Context: an optimization exercise on an open-source flow, tuned for small area, a short achievable clock period and few clock cycles per item. The choices shown serve that exercise and are no tape-out recipe.

==> run a: inputs <==
// rgb_to_hsv_converter
module rgb_to_hsv_converter (
  input  wire logic        clk_i,
  input  wire logic        rst_ni,
  input  wire logic        in_valid_i,
  output logic             in_stall_o,
  input  wire logic [23:0] in_word_i,
  output logic             out_valid_o,
  input  wire logic        out_stall_i,
  output logic [30:0]      out_word_o
);
  logic adv;
  logic [7:0] x1_r;
  logic [7:0] x1_g;
  logic [7:0] x1_b;
  logic x1_ge_rg;
  logic x1_ge_rb;
  logic x1_ge_gb;
  assign x1_r = in_word_i[23:16];
  assign x1_g = in_word_i[15:8];
  assign x1_b = in_word_i[7:0];
  assign x1_ge_rg = (x1_r >= x1_g);
  assign x1_ge_rb = (x1_r >= x1_b);
  assign x1_ge_gb = (x1_g >= x1_b);
  logic x1_isr;
  logic x1_isg;
  logic [2:0] x1_k;
  logic [7:0] x1_M;
  logic [7:0] x1_mid;
  logic [7:0] x1_mn;
  assign x1_isr = x1_ge_rg & x1_ge_rb;
  assign x1_isg = ~x1_isr & x1_ge_gb;
  always_comb begin
    if (x1_isr) begin x1_M = x1_r; x1_mid = x1_ge_gb ? x1_g : x1_b; x1_k = x1_ge_gb ? 3'd0 : 3'd5; end
    else if (x1_isg) begin x1_M = x1_g; x1_mid = x1_ge_rb ? x1_r : x1_b; x1_k = x1_ge_rb ? 3'd1 : 3'd2; end
    else begin x1_M = x1_b; x1_mid = x1_ge_rg ? x1_r : x1_g; x1_k = x1_ge_rg ? 3'd4 : 3'd3; end
    if (x1_ge_rg) x1_mn = x1_ge_gb ? x1_b : x1_g;
    else x1_mn = x1_ge_rb ? x1_b : x1_r;
  end
  logic [2:0] q1_k;
  logic [7:0] q1_M;
  logic [7:0] q1_mid;
  logic [7:0] q1_mn;
  logic q1_v;
  logic [7:0] x2_mag;
  logic [7:0] x2_D;
  logic [11:0] x2_x;
  ...
make LEC_CHECK=0 ABC_AREA=1 CAP_MARGIN=20 CORE_MARGIN=2 CORE_UTILIZATION=60 SETUP_SLACK_MARGIN=4.0 SLEW_MARGIN=20 finish   # period 7.5 ns
run.sh (not shown) runs the stock make flow with config.mk's settings and CLKGATE_MAP_FILE= SYNTH_SCRIPT=/design/flow/synth_recipe.tcl, a recipe that flattens the netlist after the stock synthesis.
==> inputs of run b, as changes to run a <==
--- a/flow/design.v
+++ b/flow/design.v
@@ -63,19 +63,19 @@
   logic q2_v;
   logic [8:0] x3_ht;
   logic [8:0] x3_hd;
   logic [7:0] x3_hr;
   assign x3_ht = {q2_hr, q2_hn[3]};
-  assign x3_hd = x3_ht - {1'b0, q2_D};
+  assign x3_hd = {~(x3_ht >= {1'b0, q2_D}), x3_ht[7:0] - q2_D};
   assign x3_hr = x3_hd[8] ? x3_ht[7:0] : x3_hd[7:0];
   logic x3_hq;
   assign x3_hq = ~x3_hd[8];
   logic [8:0] x4_ht;
   logic [8:0] x4_hd;
   logic [7:0] x4_hr;
   assign x4_ht = {x3_hr, q2_hn[2]};
-  assign x4_hd = x4_ht - {1'b0, q2_D};
+  assign x4_hd = {~(x4_ht >= {1'b0, q2_D}), x4_ht[7:0] - q2_D};
   assign x4_hr = x4_hd[8] ? x4_ht[7:0] : x4_hd[7:0];
   logic [1:0] x4_hq;
   assign x4_hq = {x3_hq, ~x4_hd[8]};
   logic [2:0] q3_k;
   logic [7:0] q3_M;
@@ -87,19 +87,19 @@
   logic q3_v;
   logic [8:0] x5_ht;
   logic [8:0] x5_hd;
   logic [7:0] x5_hr;
   assign x5_ht = {q3_hr, q3_hn[1]};
-  assign x5_hd = x5_ht - {1'b0, q3_D};
+  assign x5_hd = {~(x5_ht >= {1'b0, q3_D}), x5_ht[7:0] - q3_D};
   assign x5_hr = x5_hd[8] ? x5_ht[7:0] : x5_hd[7:0];
   logic [2:0] x5_hq;
   assign x5_hq = {q3_hq, ~x5_hd[8]};
   logic [8:0] x6_ht;
   logic [8:0] x6_hd;
   logic [7:0] x6_hr;
   assign x6_ht = {x5_hr, q3_hn[0]};
-  assign x6_hd = x6_ht - {1'b0, q3_D};
+  assign x6_hd = {~(x6_ht >= {1'b0, q3_D}), x6_ht[7:0] - q3_D};
   assign x6_hr = x6_hd[8] ? x6_ht[7:0] : x6_hd[7:0];
   logic [3:0] x6_hq;
   assign x6_hq = {x5_hq, ~x6_hd[8]};
   logic [2:0] q4_k;
   logic [7:0] q4_M;
@@ -110,35 +110,35 @@
   logic q4_v;
   logic [8:0] x7_ht;
   logic [8:0] x7_hd;
   logic [7:0] x7_hr;
   assign x7_ht = {q4_hr, (q4_k[0] & ~q4_nd[7])};
-  assign x7_hd = x7_ht - {1'b0, q4_D};
+  assign x7_hd = {~(x7_ht >= {1'b0, q4_D}), x7_ht[7:0] - q4_D};
   assign x7_hr = x7_hd[8] ? x7_ht[7:0] : x7_hd[7:0];
   logic [4:0] x7_hq;
   assign x7_hq = {q4_hq, ~x7_hd[8]};
   logic [8:0] x7_st;
   logic [8:0] x7_sd;
   logic [7:0] x7_sr;
   assign x7_st = {~q4_nd, q4_nd[7]};
-  assign x7_sd = x7_st - {1'b0, q4_M};
+  assign x7_sd = {~(x7_st >= {1'b0, q4_M}), x7_st[7:0] - q4_M};
   assign x7_sr = x7_sd[8] ? x7_st[7:0] : x7_sd[7:0];
   logic x7_sq;
   assign x7_sq = ~x7_sd[8];
   logic [8:0] x8_ht;
   logic [8:0] x8_hd;
   logic [7:0] x8_hr;
   assign x8_ht = {x7_hr, (q4_k[0] & ~q4_nd[6])};
-  assign x8_hd = x8_ht - {1'b0, q4_D};
+  assign x8_hd = {~(x8_ht >= {1'b0, q4_D}), x8_ht[7:0] - q4_D};
   assign x8_hr = x8_hd[8] ? x8_ht[7:0] : x8_hd[7:0];
   logic [5:0] x8_hq;
   assign x8_hq = {x7_hq, ~x8_hd[8]};
   logic [8:0] x8_st;
   logic [8:0] x8_sd;
   logic [7:0] x8_sr;
   assign x8_st = {x7_sr, q4_nd[6]};
-  assign x8_sd = x8_st - {1'b0, q4_M};
+  assign x8_sd = {~(x8_st >= {1'b0, q4_M}), x8_st[7:0] - q4_M};
   assign x8_sr = x8_sd[8] ? x8_st[7:0] : x8_sd[7:0];
   logic [1:0] x8_sq;
   assign x8_sq = {x7_sq, ~x8_sd[8]};
   logic [2:0] q5_k;
   logic [7:0] q5_M;
@@ -151,35 +151,35 @@
   logic q5_v;
   logic [8:0] x9_ht;
   logic [8:0] x9_hd;
   logic [7:0] x9_hr;
   assign x9_ht = {q5_hr, (q5_k[0] & ~q5_nd[5])};
-  assign x9_hd = x9_ht - {1'b0, q5_D};
+  assign x9_hd = {~(x9_ht >= {1'b0, q5_D}), x9_ht[7:0] - q5_D};
   assign x9_hr = x9_hd[8] ? x9_ht[7:0] : x9_hd[7:0];
   logic [6:0] x9_hq;
   assign x9_hq = {q5_hq, ~x9_hd[8]};
   logic [8:0] x9_st;
   logic [8:0] x9_sd;
   logic [7:0] x9_sr;
   assign x9_st = {q5_sr, q5_nd[5]};
-  assign x9_sd = x9_st - {1'b0, q5_M};
+  assign x9_sd = {~(x9_st >= {1'b0, q5_M}), x9_st[7:0] - q5_M};
   assign x9_sr = x9_sd[8] ? x9_st[7:0] : x9_sd[7:0];
   logic [2:0] x9_sq;
   assign x9_sq = {q5_sq, ~x9_sd[8]};
   logic [8:0] x10_ht;
   logic [8:0] x10_hd;
   logic [7:0] x10_hr;
   assign x10_ht = {x9_hr, (q5_k[0] & ~q5_nd[4])};
-  assign x10_hd = x10_ht - {1'b0, q5_D};
+  assign x10_hd = {~(x10_ht >= {1'b0, q5_D}), x10_ht[7:0] - q5_D};
   assign x10_hr = x10_hd[8] ? x10_ht[7:0] : x10_hd[7:0];
   logic [7:0] x10_hq;
   assign x10_hq = {x9_hq, ~x10_hd[8]};
   logic [8:0] x10_st;
   logic [8:0] x10_sd;
   logic [7:0] x10_sr;
   assign x10_st = {x9_sr, q5_nd[4]};
-  assign x10_sd = x10_st - {1'b0, q5_M};
+  assign x10_sd = {~(x10_st >= {1'b0, q5_M}), x10_st[7:0] - q5_M};
   assign x10_sr = x10_sd[8] ? x10_st[7:0] : x10_sd[7:0];
   logic [3:0] x10_sq;
   assign x10_sq = {x9_sq, ~x10_sd[8]};
   logic [2:0] q6_k;
   logic [7:0] q6_M;
@@ -192,35 +192,35 @@
   logic q6_v;
   logic [8:0] x11_ht;
   logic [8:0] x11_hd;
   logic [7:0] x11_hr;
   assign x11_ht = {q6_hr, (q6_k[0] & ~q6_nd[3])};
-  assign x11_hd = x11_ht - {1'b0, q6_D};
+  assign x11_hd = {~(x11_ht >= {1'b0, q6_D}), x11_ht[7:0] - q6_D};
   assign x11_hr = x11_hd[8] ? x11_ht[7:0] : x11_hd[7:0];
   logic [8:0] x11_hq;
   assign x11_hq = {q6_hq, ~x11_hd[8]};
   logic [8:0] x11_st;
   logic [8:0] x11_sd;
   logic [7:0] x11_sr;
   assign x11_st = {q6_sr, q6_nd[3]};
-  assign x11_sd = x11_st - {1'b0, q6_M};
+  assign x11_sd = {~(x11_st >= {1'b0, q6_M}), x11_st[7:0] - q6_M};
   assign x11_sr = x11_sd[8] ? x11_st[7:0] : x11_sd[7:0];
   logic [4:0] x11_sq;
   assign x11_sq = {q6_sq, ~x11_sd[8]};
   logic [8:0] x12_ht;
   logic [8:0] x12_hd;
   logic [7:0] x12_hr;
   assign x12_ht = {x11_hr, (q6_k[0] & ~q6_nd[2])};
-  assign x12_hd = x12_ht - {1'b0, q6_D};
+  assign x12_hd = {~(x12_ht >= {1'b0, q6_D}), x12_ht[7:0] - q6_D};
   assign x12_hr = x12_hd[8] ? x12_ht[7:0] : x12_hd[7:0];
   logic [9:0] x12_hq;
   assign x12_hq = {x11_hq, ~x12_hd[8]};
   logic [8:0] x12_st;
   logic [8:0] x12_sd;
   logic [7:0] x12_sr;
   assign x12_st = {x11_sr, q6_nd[2]};
-  assign x12_sd = x12_st - {1'b0, q6_M};
+  assign x12_sd = {~(x12_st >= {1'b0, q6_M}), x12_st[7:0] - q6_M};
   assign x12_sr = x12_sd[8] ? x12_st[7:0] : x12_sd[7:0];
   logic [5:0] x12_sq;
   assign x12_sq = {x11_sq, ~x12_sd[8]};
   logic [2:0] q7_k;
   logic [7:0] q7_M;
@@ -233,35 +233,35 @@
   logic q7_v;
   logic [8:0] x13_ht;
   logic [8:0] x13_hd;
   logic [7:0] x13_hr;
   assign x13_ht = {q7_hr, (q7_k[0] & ~q7_nd[1])};
-  assign x13_hd = x13_ht - {1'b0, q7_D};
+  assign x13_hd = {~(x13_ht >= {1'b0, q7_D}), x13_ht[7:0] - q7_D};
   assign x13_hr = x13_hd[8] ? x13_ht[7:0] : x13_hd[7:0];
   logic [10:0] x13_hq;
   assign x13_hq = {q7_hq, ~x13_hd[8]};
   logic [8:0] x13_st;
   logic [8:0] x13_sd;
   logic [7:0] x13_sr;
   assign x13_st = {q7_sr, q7_nd[1]};
-  assign x13_sd = x13_st - {1'b0, q7_M};
+  assign x13_sd = {~(x13_st >= {1'b0, q7_M}), x13_st[7:0] - q7_M};
   assign x13_sr = x13_sd[8] ? x13_st[7:0] : x13_sd[7:0];
   logic [6:0] x13_sq;
   assign x13_sq = {q7_sq, ~x13_sd[8]};
   logic [8:0] x14_ht;
   logic [8:0] x14_hd;
   logic [7:0] x14_hr;
   assign x14_ht = {x13_hr, (q7_k[0] & ~q7_nd[0])};
-  assign x14_hd = x14_ht - {1'b0, q7_D};
+  assign x14_hd = {~(x14_ht >= {1'b0, q7_D}), x14_ht[7:0] - q7_D};
   assign x14_hr = x14_hd[8] ? x14_ht[7:0] : x14_hd[7:0];
   logic [11:0] x14_hq;
   assign x14_hq = {x13_hq, ~x14_hd[8]};
   logic [8:0] x14_st;
   logic [8:0] x14_sd;
   logic [7:0] x14_sr;
   assign x14_st = {x13_sr, q7_nd[0]};
-  assign x14_sd = x14_st - {1'b0, q7_M};
+  assign x14_sd = {~(x14_st >= {1'b0, q7_M}), x14_st[7:0] - q7_M};
   assign x14_sr = x14_sd[8] ? x14_st[7:0] : x14_sd[7:0];
   logic [7:0] x14_sq;
   assign x14_sq = {x13_sq, ~x14_sd[8]};
   logic x14_grey;
   assign x14_grey = (q7_D == 8'd0);
Settings changed: SETUP_SLACK_MARGIN 4.0 to 4.25.
==> notes <==
Sequential share of layout area: run a is higher than run b (2.4 points).
In run a the synthesized area is lower than in run b, by 0.84%.
Global-route usage: run a is lower than run b (1.4 points).
Against run a, the maximum frequency of run b is higher by about 0.45%.
==> figures <==
| item | run b | run a |
|---|---|---|
| Area share of fa/ha/maj cells after synthesis | 13.5% | 13.5% |
| Netlist cell types | 59 | 45 |
| Slack of the critical path | 4070 ps | 4050 ps |
| Largest net degree at the start of global routing | 93 | 205 |
| Post-placement worst setup slack | 3060 ps | 2810 ps |
| Combined area of all synthesized cells | 23700 um^2 | 23500 um^2 |
| Post-Route Skew | 15.2 ps | 12.7 ps |
| Compound-cell area share of the yosys netlist | 7.42% | 8.18% |
| Result of the run | complete, no violations | complete, no violations |
No run of this note included a check of the RTL's function; only the layout flow was run.

afterwards: timing with drivers on the ports:
No port has a modelled driver above. Below, the same layouts with a new extraction and two added sets of constraints.
Step 1 sets driving cells, clkbuf_16 on the clock port and buf_2 on the other inputs (assumed; they add their load-dependent delay and slew).
Step 2 adds t to the input delays and takes it off the output delays; t is the mean of the earliest and latest rising clock arrival at the registers after step 1. Input paths then give back, and output paths get back, about the clock's delay inside the block.
Three values: no drivers, after step 1, after step 2; two values: the first two.
| run | t, ns | setup slack, ns | worst register clock-pin slew, ns | worst slew at a driven data input, ns | pins driven straight from the clock port |
|---|---|---|---|---|---|
| run a | 0.607 | 4.054 / 3.994 / 3.531 | 0.06 / 0.06 | 0.04 | 1 |
| run b | 0.607 | 4.070 / 4.009 / 3.705 | 0.07 / 0.07 | 0.03 | 1 |
After both steps setup and hold are still met in every run listed. The setup slack of run a, which loses most, moves by -0.060 ns with the drivers and by -0.523 ns with both steps.
